This is an optimization exercise on Yosys and OpenROAD, whose aim is small area, a short achievable clock period and few clock cycles per item, not a production implementation.
In this exercise RTL edits were held to simulation tests only and were not proved equivalent to the original.

<file path="flow/constraint.sdc">
create_clock -name core_clock -period 7.0 [get_ports {CLK}]
set_input_delay 1.4000 -clock core_clock [delete_from_list [all_inputs] [get_ports {CLK}]]
set_output_delay 1.4000 -clock core_clock [all_outputs]
set_load 0.01 [all_outputs]
</file>
<file path="flow/config.mk">
export PLATFORM = sky130hd
export DESIGN_NAME = aesCore
export DESIGN_NICKNAME = aesCore
export VERILOG_FILES = /design/flow/design.v
export SDC_FILE = /design/flow/constraint.sdc
export NUM_CORES = 4
export LEC_CHECK = 0
export CAP_MARGIN = 20
export CORE_MARGIN = 2
export CORE_UTILIZATION = 30
export SLEW_MARGIN = 20
</file>
<file path="flow/run.sh">
#!/bin/bash
# synth_recipe.tcl (not shown) runs the flow's synth.tcl, then flattens the netlist and writes it again
# the make line also repeats each setting of config.mk as NAME=value (left out here)
make -C /OpenROAD-flow-scripts/flow DESIGN_CONFIG=/design/flow/config.mk WORK_HOME=/design/flow/orfs CLKGATE_MAP_FILE= SYNTH_SCRIPT=/design/flow/synth_recipe.tcl finish
</file>
<file path="flow/design.v">
`default_nettype none
package aesPkg;
  typedef logic [127:0] aesBlock_t;  
  typedef logic [7:0]   aesByte_t;
  typedef logic [31:0]  aesWord_t;
  typedef enum logic [2:0] {
    stHold,
    stLoad,
    stByte,       
    stShiftRows,
    stMixCol,     
    stFinal       
  } stateOp_e;
  typedef enum logic [2:0] {
    kyHold,
    kyLoad,
    kyRestart,    
    kyByte,
    kyExpand      
  } keyOp_e;
  typedef struct packed {
    stateOp_e stateOp;
    keyOp_e   keyOp;
    logic     lastRound;  
  } dpCtrl_t;
  localparam int NumRounds     = 10;
  localparam int ByteSteps     = 16;
  localparam int ColSteps      = 4;
  localparam int StepsPerRound = ByteSteps + 1 + ColSteps;  
  function automatic aesByte_t xtime(input aesByte_t a);
    xtime = {a[6:0], 1'b0} ^ (a[7] ? 8'h1b : 8'h00);
  endfunction
  function automatic logic [1:0] gf2Mul(input logic [1:0] a, input logic [1:0] b);
    logic hh;
    hh = a[1] & b[1];
    gf2Mul = {hh ^ (a[1] & b[0]) ^ (a[0] & b[1]), hh ^ (a[0] & b[0])};
  endfunction
  function automatic logic [3:0] gf4Mul(input logic [3:0] a, input logic [3:0] b);
    logic [1:0] hh;
    logic [1:0] ll;
    hh = gf2Mul(a[3:2], b[3:2]);
    ll = gf2Mul(a[1:0], b[1:0]);
    gf4Mul = {gf2Mul(a[3:2] ^ a[1:0], b[3:2] ^ b[1:0]) ^ ll,
            {hh[1] ^ hh[0], hh[1]} ^ ll};  
  endfunction
  function automatic logic [3:0] gf4SqScl(input logic [3:0] q);
    logic [3:0] s;
    s = {q[3], q[3] ^ q[2], q[2] ^ q[1], q[3] ^ q[1] ^ q[0]};
    gf4SqScl = {s[2] ^ s[0], s[3] ^ s[2] ^ s[1] ^ s[0], s[3], s[2]};
  endfunction
  function automatic logic [3:0] gf4Inv(input logic [3:0] q);
    logic [3:0] x;
    x[3] = q[3] ^ (q[3] & q[2] & q[1]) ^ (q[3] & q[0]) ^ q[2];
    x[2] = (q[3] & q[2] & q[1]) ^ (q[3] & q[2] & q[0]) ^ (q[3] & q[0]) ^ q[2]
         ^ (q[2] & q[1]);
    x[1] = q[3] ^ (q[3] & q[2] & q[1]) ^ (q[3] & q[1] & q[0]) ^ q[2] ^ (q[2] & q[0])
         ^ q[1];
    x[0] = (q[3] & q[2] & q[1]) ^ (q[3] & q[2] & q[0]) ^ (q[3] & q[1])
         ^ (q[3] & q[1] & q[0]) ^ (q[3] & q[0]) ^ q[2] ^ (q[2] & q[1])
         ^ (q[2] & q[1] & q[0]) ^ q[1] ^ q[0];
    gf4Inv = x;
  endfunction
  function automatic aesByte_t gf8Inv(input aesByte_t a);
    logic [3:0] hi;
    logic [3:0] sum;
    logic [3:0] dInv;
    hi   = a[7:4];
    sum  = a[7:4] ^ a[3:0];
    dInv = gf4Inv(gf4SqScl(hi) ^ gf4Mul(a[3:0], sum));  
    gf8Inv = {gf4Mul(hi, dInv), gf4Mul(sum, dInv)};
  endfunction
endpackage
`default_nettype wire
`timescale 1ns/1ps
`default_nettype none
module roundCounter (
  input  wire        CLK,
  input  wire        RSTn,
  input  wire        EN,
  input  wire        cntRun,
  input  wire        cntClear,
  output logic [4:0] stepCnt,
  output logic [3:0] roundCnt
);
  always_ff @(posedge CLK) begin
    if (!RSTn) begin
      stepCnt  <= '0;
      roundCnt <= '0;
    end else if (EN) begin
      if (cntClear) begin
        stepCnt  <= '0;
        roundCnt <= '0;
      end else if (cntRun) begin
        if (stepCnt == aesPkg::StepsPerRound - 1) begin
          stepCnt  <= '0;  
          roundCnt <= roundCnt + 4'd1;
        end else begin
          stepCnt <= stepCnt + 5'd1;
        end
      end
    end
  end
endmodule
`default_nettype wire
`timescale 1ns/1ps
`default_nettype none
module aesControl (
  input  wire        CLK,
  input  wire        RSTn,
  input  wire        EN,
  input  wire        Drdy,
  input  wire        Krdy,
  input  wire [4:0]  stepCnt,
  input  wire [3:0]  roundCnt,
  output logic       cntRun,
  output logic       cntClear,
  output aesPkg::dpCtrl_t ctrl,
  output logic       Dvld,
  output logic       Kvld,
  output logic       BSY
);
  typedef enum logic [1:0] {fsmIdle, fsmRound, fsmFinal} fsmState_e;
  fsmState_e fsmState;
  assign cntRun = (fsmState != fsmIdle);
  always_comb begin
    ctrl.stateOp   = aesPkg::stHold;
    ctrl.keyOp     = aesPkg::kyHold;
    ctrl.lastRound = 1'b0;
    cntClear       = 1'b0;
    case (fsmState)
      fsmIdle: begin
        if (Krdy) begin
          ctrl.keyOp = aesPkg::kyLoad;  
        end else if (Drdy) begin
          ctrl.stateOp = aesPkg::stLoad;
          ctrl.keyOp   = aesPkg::kyRestart;
          cntClear     = 1'b1;
        end
      end
      fsmRound: begin
        ctrl.lastRound = (roundCnt == aesPkg::NumRounds - 1);
        if (stepCnt < aesPkg::ByteSteps) begin
          ctrl.stateOp = aesPkg::stByte;
          ctrl.keyOp   = aesPkg::kyByte;
        end else if (stepCnt == aesPkg::ByteSteps) begin
          ctrl.stateOp = aesPkg::stShiftRows;
        end else if (stepCnt <= aesPkg::ByteSteps + aesPkg::ColSteps) begin
          ctrl.stateOp = aesPkg::stMixCol;  
          ctrl.keyOp   = aesPkg::kyExpand;
        end
      end
      fsmFinal: begin
        ctrl.stateOp = aesPkg::stFinal;  
        ctrl.keyOp   = aesPkg::kyByte;
      end
      default: ;
    endcase
  end
  always_ff @(posedge CLK) begin
    if (!RSTn) begin
      fsmState <= fsmIdle;
      BSY      <= 1'b0;
      Dvld     <= 1'b0;
      Kvld     <= 1'b0;
    end else if (EN) begin
      case (fsmState)
        fsmIdle: begin
          Dvld <= 1'b0;  
          if (Krdy) begin
            Kvld <= 1'b1;
          end else if (Drdy) begin
            fsmState <= fsmRound;
            BSY      <= 1'b1;
            Kvld     <= 1'b0;
          end
        end
        fsmRound: begin
          if (stepCnt == aesPkg::StepsPerRound - 1 && roundCnt == aesPkg::NumRounds - 1) begin
            fsmState <= fsmFinal;
          end
        end
        fsmFinal: begin
          if (stepCnt == aesPkg::ByteSteps - 1) begin
            fsmState <= fsmIdle;
            BSY      <= 1'b0;
            Dvld     <= 1'b1;  
          end
        end
        default: fsmState <= fsmIdle;
      endcase
    end
  end
endmodule
`default_nettype wire
`timescale 1ns/1ps
`default_nettype none
module sboxUnit (
  input  wire aesPkg::aesByte_t in,
  output aesPkg::aesByte_t      out
);
  aesPkg::aesByte_t mapped;
  aesPkg::aesByte_t inverted;
  aesPkg::aesByte_t unmapped;
  assign mapped = {in[7] ^ in[5],
                   in[7] ^ in[6] ^ in[4] ^ in[3] ^ in[2] ^ in[1],
                   in[7] ^ in[5] ^ in[3] ^ in[2],
                   in[7] ^ in[5] ^ in[3] ^ in[2] ^ in[1],
                   in[7] ^ in[6] ^ in[2] ^ in[1],
                   in[7] ^ in[4] ^ in[3] ^ in[2] ^ in[1],
                   in[6] ^ in[4] ^ in[1],
                   in[6] ^ in[1] ^ in[0]};
  assign inverted = aesPkg::gf8Inv(mapped);
  assign unmapped = {inverted[7] ^ inverted[6] ^ inverted[5] ^ inverted[1],
                     inverted[6] ^ inverted[2],
                     inverted[6] ^ inverted[5] ^ inverted[1],
                     inverted[6] ^ inverted[5] ^ inverted[4] ^ inverted[2] ^ inverted[1],
                     inverted[5] ^ inverted[4] ^ inverted[3] ^ inverted[2] ^ inverted[1],
                     inverted[7] ^ inverted[4] ^ inverted[3] ^ inverted[2] ^ inverted[1],
                     inverted[5] ^ inverted[4],
                     inverted[6] ^ inverted[5] ^ inverted[4] ^ inverted[2] ^ inverted[0]};
  assign out = unmapped
             ^ {unmapped[6:0], unmapped[7]}
             ^ {unmapped[5:0], unmapped[7:6]}
             ^ {unmapped[4:0], unmapped[7:5]}
             ^ {unmapped[3:0], unmapped[7:4]}
             ^ 8'h63;
endmodule
`default_nettype wire
`timescale 1ns/1ps
`default_nettype none
module stateArray (
  input  wire                    CLK,
  input  wire                    RSTn,
  input  wire                    EN,
  input  wire aesPkg::dpCtrl_t   ctrl,
  input  wire aesPkg::aesBlock_t Din,
  input  wire aesPkg::aesByte_t  keyByte,
  input  wire aesPkg::aesByte_t  sboxOut,
  output aesPkg::aesByte_t       sboxIn,
  output aesPkg::aesBlock_t      Dout
);
  aesPkg::aesBlock_t stateQ;
  aesPkg::aesBlock_t shifted;
  aesPkg::aesByte_t  addKey;
  function automatic aesPkg::aesWord_t mixColumn(input aesPkg::aesWord_t col);
    aesPkg::aesByte_t a [4];
    aesPkg::aesByte_t tot;
    aesPkg::aesWord_t res;
    for (int i = 0; i < 4; i++) begin
      a[i] = col[31-8*i -: 8];
    end
    tot = a[0] ^ a[1] ^ a[2] ^ a[3];
    for (int i = 0; i < 4; i++) begin
      res[31-8*i -: 8] = a[i] ^ tot ^ aesPkg::xtime(a[i] ^ a[(i+1)%4]);  
    end
    mixColumn = res;
  endfunction
  assign addKey = stateQ[127:120] ^ keyByte;  
  assign sboxIn = addKey;
  assign Dout   = stateQ;
  always_comb begin
    for (int c = 0; c < 4; c++) begin
      for (int r = 0; r < 4; r++) begin
        shifted[127-8*(4*c+r) -: 8] = stateQ[127-8*(4*((c+r)%4)+r) -: 8];
      end
    end
  end
  always_ff @(posedge CLK) begin
    if (!RSTn) begin
      stateQ <= '0;
    end else if (EN) begin
      case (ctrl.stateOp)
        aesPkg::stLoad:      stateQ <= Din;
        aesPkg::stByte:      stateQ <= {stateQ[119:0], sboxOut};
        aesPkg::stShiftRows: stateQ <= shifted;
        aesPkg::stMixCol: begin
          if (!ctrl.lastRound) begin
            stateQ <= {stateQ[95:0], mixColumn(stateQ[127:96])};  
          end
        end
        aesPkg::stFinal:     stateQ <= {stateQ[119:0], addKey};
        default: ;
      endcase
    end
  end
endmodule
`default_nettype wire
`timescale 1ns/1ps
`default_nettype none
module keyArray (
  input  wire                    CLK,
  input  wire                    RSTn,
  input  wire                    EN,
  input  wire aesPkg::dpCtrl_t   ctrl,
  input  wire aesPkg::aesBlock_t Kin,
  input  wire aesPkg::aesByte_t  sboxOut,
  output aesPkg::aesByte_t       sboxIn,
  output aesPkg::aesByte_t       keyByte
);
  aesPkg::aesBlock_t cipherKey;
  aesPkg::aesBlock_t workKey;
  aesPkg::aesBlock_t expanded;
  aesPkg::aesByte_t  rcon;
  logic [1:0]        rowIdx;      
  aesPkg::aesByte_t  rowNew [4];
  assign keyByte = workKey[127:120];
  assign sboxIn = workKey[23:16] ^ ((rowIdx == 2'd3) ? workKey[55:48] : 8'h00);
  always_comb begin
    rowNew[0] = workKey[127:120] ^ sboxOut ^ ((rowIdx == 2'd0) ? rcon : 8'h00);
    for (int c = 1; c < 4; c++) begin
      rowNew[c] = workKey[127-32*c -: 8] ^ rowNew[c-1];  
    end
    for (int c = 0; c < 4; c++) begin
      expanded[127-32*c -: 32] = {workKey[119-32*c -: 24], rowNew[c]};
    end
  end
  always_ff @(posedge CLK) begin
    if (!RSTn) begin
      cipherKey <= '0;
      workKey   <= '0;
      rcon      <= '0;
      rowIdx    <= '0;
    end else if (EN) begin
      case (ctrl.keyOp)
        aesPkg::kyLoad: cipherKey <= Kin;
        aesPkg::kyRestart: begin
          workKey <= cipherKey;
          rcon    <= 8'h01;
          rowIdx  <= '0;
        end
        aesPkg::kyByte: workKey <= {workKey[119:0], workKey[127:120]};  
        aesPkg::kyExpand: begin
          workKey <= expanded;
          rowIdx  <= rowIdx + 2'd1;
          if (rowIdx == 2'd3) begin
            rcon <= aesPkg::xtime(rcon);  
          end
        end
        default: ;
      endcase
    end
  end
endmodule
`default_nettype wire
`timescale 1ns/1ps
`default_nettype none
module aesCore (
  input  wire                CLK,
  input  wire                RSTn,
  input  wire                EN,
  input  wire                Drdy,
  input  wire                Krdy,
  input  wire aesPkg::aesBlock_t Din,
  input  wire aesPkg::aesBlock_t Kin,
  output aesPkg::aesBlock_t  Dout,
  output logic               Dvld,
  output logic               Kvld,
  output logic               BSY
);
  aesPkg::dpCtrl_t  ctrl;
  logic [4:0]       stepCnt;
  logic [3:0]       roundCnt;
  logic             cntRun;
  logic             cntClear;
  aesPkg::aesByte_t stSboxIn;
  aesPkg::aesByte_t stSboxOut;
  aesPkg::aesByte_t kySboxIn;
  aesPkg::aesByte_t kySboxOut;
  aesPkg::aesByte_t keyByte;
  aesControl i_aesControl (
    .CLK(CLK), .RSTn(RSTn), .EN(EN), .Drdy(Drdy), .Krdy(Krdy),
    .stepCnt(stepCnt), .roundCnt(roundCnt), .cntRun(cntRun), .cntClear(cntClear),
    .ctrl(ctrl), .Dvld(Dvld), .Kvld(Kvld), .BSY(BSY)
  );
  roundCounter i_roundCounter (
    .CLK(CLK), .RSTn(RSTn), .EN(EN), .cntRun(cntRun), .cntClear(cntClear),
    .stepCnt(stepCnt), .roundCnt(roundCnt)
  );
  stateArray i_stateArray (
    .CLK(CLK), .RSTn(RSTn), .EN(EN), .ctrl(ctrl), .Din(Din), .keyByte(keyByte),
    .sboxOut(stSboxOut), .sboxIn(stSboxIn), .Dout(Dout)
  );
  keyArray i_keyArray (
    .CLK(CLK), .RSTn(RSTn), .EN(EN), .ctrl(ctrl), .Kin(Kin),
    .sboxOut(kySboxOut), .sboxIn(kySboxIn), .keyByte(keyByte)
  );
  sboxUnit i_stateSbox (.in(stSboxIn), .out(stSboxOut));  
  sboxUnit i_keySbox (.in(kySboxIn), .out(kySboxOut));    
endmodule
`default_nettype wire
</file>
==> reports/summary.txt <==
initial antenna violation count: 23
GRT Overall Usage: 22.7%
syn avg cell area: 8.24 sq um
vias in the first global route: 21,500
max-slew violations: 0
largest area contributor in the synthesized netlist: dfxtp_1
Final period util: 93.8%
multi-input logic area: 14,300 sq um
IO Port Bufs: 391
TritonRoute pass-1 iters: 11
asr flop ratio synth: 0%
per-cell routed wire length: 23.1 um
most frequent cells in the layout: nand2_1, dfxtp_1, clkdlybuf4s50_1
Max Fclk: 152 MHz
row count: 102
Syn Std Cell Area: 23,500 sq um
routed wire length: 95.8 mm
Root Driver: clkbuf_16
most common cell after layout, fill and taps aside: nand2_1
Worst Path Class, Setup: reg2reg
CTS H-tree depth: 2
Hold Path Sink: i_keyArray.cipherKey[54]$_SDFFE_PN0P_
Post-Layout Cell Count: 4,154
kind of end point of the critical path: flop
Layout area overhead: 27.1%
Fillers: 8,058
sum of negative setup slack: 0 ns
EDFF count, synth: 0
first-pass GRT wire length: 141 mm
Die Y: 284 um
Final Hold Fails: 0
TritonCTS clock tree: built
hold depth: 2
Netlist cell types: 75
Total Die Area: 80,600 sq um
Seq/Total Area, Yosys: 34.7%
CP startpoint kind: flop
Longest Clk Path Bufs: 3
Hold Crit Start: i_keyArray.cipherKey[54]$_SDFFE_PN0P_
relative slew slack: 25.7%
HP Class: reg2reg
Slew @ Worst Pin: 1.11 ns
Clk pin slew, worst setup/hold paths: 0.06 ns
R2R depth: 23
share of the synthesized area in the top cell type: 34.7%
Max Cap Violations: 0
Worst EP arrival: 7.02 ns
Hold-fix buffers, CTS: 0
placed cells: 4,050
Setup Fix Bufs, Post-CTS: 0
synthesis-stage register bit count: 408
Synth warnings: 7
Clock Sinks: 408
largest net degree at the start of global routing: 166
RR Endpoint: i_keyArray.workKey[3]$_SDFFE_PN0P_
DR DRC count: 0
initial detailed-routing violation count: 3,375
min cycle time layout: 6.57 ns
Placement Setup Slack: 0.247 ns
Sequential Area: 8170 sq um
reg-to-reg setup timing slack: 0.43 ns
worst r2r src: i_keyArray.rowIdx[0]$_SDFFE_PN0P_
Mapped Nets: 3,130
Routed Antenna Nets: 0
Cells after Synth: 2,854
total CTS buffers: 48
CP required: 7.45 ns
PnR worst setup slack: 0.435 ns
I/O Pins: 392
RePlAce Congestion: 0.942
final global-route overflow total: 0
Vias/cell: 5.54
Post-DP HPWL: 68.8 mm
Clock Skews: 0.0405 ns
Die Width: 284 um
Max FO, Critical Path: 19
Starting Density: 30.4%
Core ar.: 77,500 sq um
status: finished clean
Synth area leaders: dfxtp_1, nand2_1, o211a_1
share of layout cells above drive strength 1: 5.68%
Most used DFF post-synth: dfxtp_1
RSZ-0062 raised after global routing: false
Util after Layout: 38.6%
Final Setup Violations: 0
final net count: 3,336
via count: 23,000
Worst-Skew Late Latency: 0.62 ns
## per-stage QoR
stage | cell area (sq um) | hold WS [ns]
final | 29900 | 0.464
after floorplan | 23500 | 0.439
after CTS | 29800 | 0.466
after detailed placement | 28200 | 0.457
after global placement | 28200 | 0.452
after global routing | 29900 | 0.479
## flip-flops by register name, summed over array words and instances (netlist names)
signal / cells
i_keyArray.rcon: 8
i_roundCounter.roundCnt: 4
i_keyArray.cipherKey: 128
i_roundCounter.stepCnt: 5
i_stateArray.stateQ: 128
i_keyArray.rowIdx: 2
i_aesControl.BSY: 1
i_aesControl.Kvld: 1
i_keyArray.workKey: 128
i_aesControl.fsmState: 2
i_aesControl.Dvld: 1
## worst max-delay path by stage
stage	startpoint	end	slack (ns)	cells after the start
global route	i_keyArray.rowIdx[0]$_SDFFE_PN0P_	i_keyArray.workKey[3]$_SDFFE_PN0P_	0.04	23
floorplan	i_keyArray.rowIdx[0]$_SDFFE_PN0P_	i_keyArray.workKey[3]$_SDFFE_PN0P_	0.52	26
detailed placement	i_keyArray.rowIdx[0]$_SDFFE_PN0P_	i_keyArray.workKey[0]$_SDFFE_PN0P_	0.25	23
CTS	i_keyArray.rowIdx[0]$_SDFFE_PN0P_	i_keyArray.workKey[0]$_SDFFE_PN0P_	0.19	23
global placement	i_keyArray.rowIdx[1]$_SDFFE_PN0P_	i_keyArray.workKey[3]$_SDFFE_PN0P_	0.31	23
finish	i_keyArray.rowIdx[0]$_SDFFE_PN0P_	i_keyArray.workKey[3]$_SDFFE_PN0P_	0.43	23
## Yosys cell counts (4+ instances only)
master and number:
a211o_1 4, dfxtp_1 408, a222oi_1 117, nand3_1 183, xnor3_1 17, xnor2_2 7
a221o_1 4, clkbuf_1 269, a31oi_1 35, o22ai_1 13, buf_2 5, a21oi_1 58
buf_1 13, o221ai_1 8, a21boi_0 134, nand2_1 584, o211ai_1 17, o21ai_0 165
a32oi_1 5, xor2_1 86, o21ai_1 5, inv_1 21, and2_1 5, a22oi_1 10
o211a_1 206, nor2_1 84, ha_1 15, a221oi_1 19, a41oi_1 14, or3_1 10
and3_1 11, xor3_1 4, mux2i_1 8, nor3_1 16, xnor2_1 203, nor2b_1 18
nand2b_1 8
## routing by layer
metal	GRT usage (%)	share of wire (%)	up-vias
met5	0	0.059	-
met3	5.02	9.3	156
met1	31.9	44	11100
met2	34.0	44	1007
met4	7.61	3.0	8
li1	-	-	10700
## layout make-up
| type | instances | share of cell area [%] |
|---|---|---|
| diodes | 18 | 0.151 |
| clock buffers | 67 | 4.59 |
| clock inverters | 19 | 0.929 |
| inverters | 21 | 0.264 |
| multi-input cells | 2135 | 47.8 |
| flip-flops and latches | 408 | 27.3 |
| well taps | 1040 | 4.35 |
| repair buffers | 446 | 14.6 |
## critical path, stage by stage (launching register included)
cell	delay (ns)
dfxtp_1	0.36
ha_2	0.32
inv_1	0.15
o21ai_1	0.22
nand2_1	0.12
xnor3_2	0.54
inv_1	0.11
ha_1	0.34
buf_4	0.19
a21oi_1	0.22
xnor2_2	0.20
xnor3_1	0.41
xor2_1	0.16
buf_4	0.22
o21ai_0	0.24
a31oi_1	0.13
a2111o_2	0.55
xnor2_2	0.33
xnor2_2	0.20
xnor3_1	0.57
xnor2_1	0.36
xnor3_1	0.27
nand2_1	0.07
a41oi_1	0.12
## cells by family (layout without fill, tap and decap cells)
family | after synthesis | after routing | synth area share (%)
xor+xnor | 319 | 319 | 13.5
flops | 408 | 408 | 34.7
buf+inv | 311 | 553 | 5.06
simple gates | 937 | 937 | 16.9
other cells | 0 | 18 | 0
mux | 11 | 11 | 0.484
fa+ha+maj | 15 | 15 | 0.798
compound gates | 853 | 853 | 28.6
## timing repair
action                                  CTS  global route
endpoints found under the hold margin     0             0
resized for setup                         0             5
endpoints found under the setup margin    0            12
Testbench counts, summed over its fixed seeds: cycles 87,216, blocks 384.

re-timing with driven ports:
The flow's constraints put no driver on any port. The routed layout listed below was extracted and timed again, unchanged, in two steps.
Step 1 sets driving cells, clkbuf_16 on the clock port and buf_2 on the other inputs (assumed; they add their load-dependent delay and slew).
Step 2, shift: input delay + t, output delay - t, t = (earliest + latest rising clock arrival at the registers) / 2. This alone moves slack from input paths to output paths.
a / b / c = ideal / step 1 / step 2; a / b = the first two.
t (ns): 0.661
setup WS [ns]: 0.435 / 0.435 / 0.435
worst setup path at the end: register to register
slew at the worst register clock pin (ns): 0.07 / 0.07
worst slew at a driven data input, ns: 0.11
After both steps setup and hold are still met in this run. The setup slack of this run moves by 0.000 ns with the drivers and by 0.000 ns with both steps.
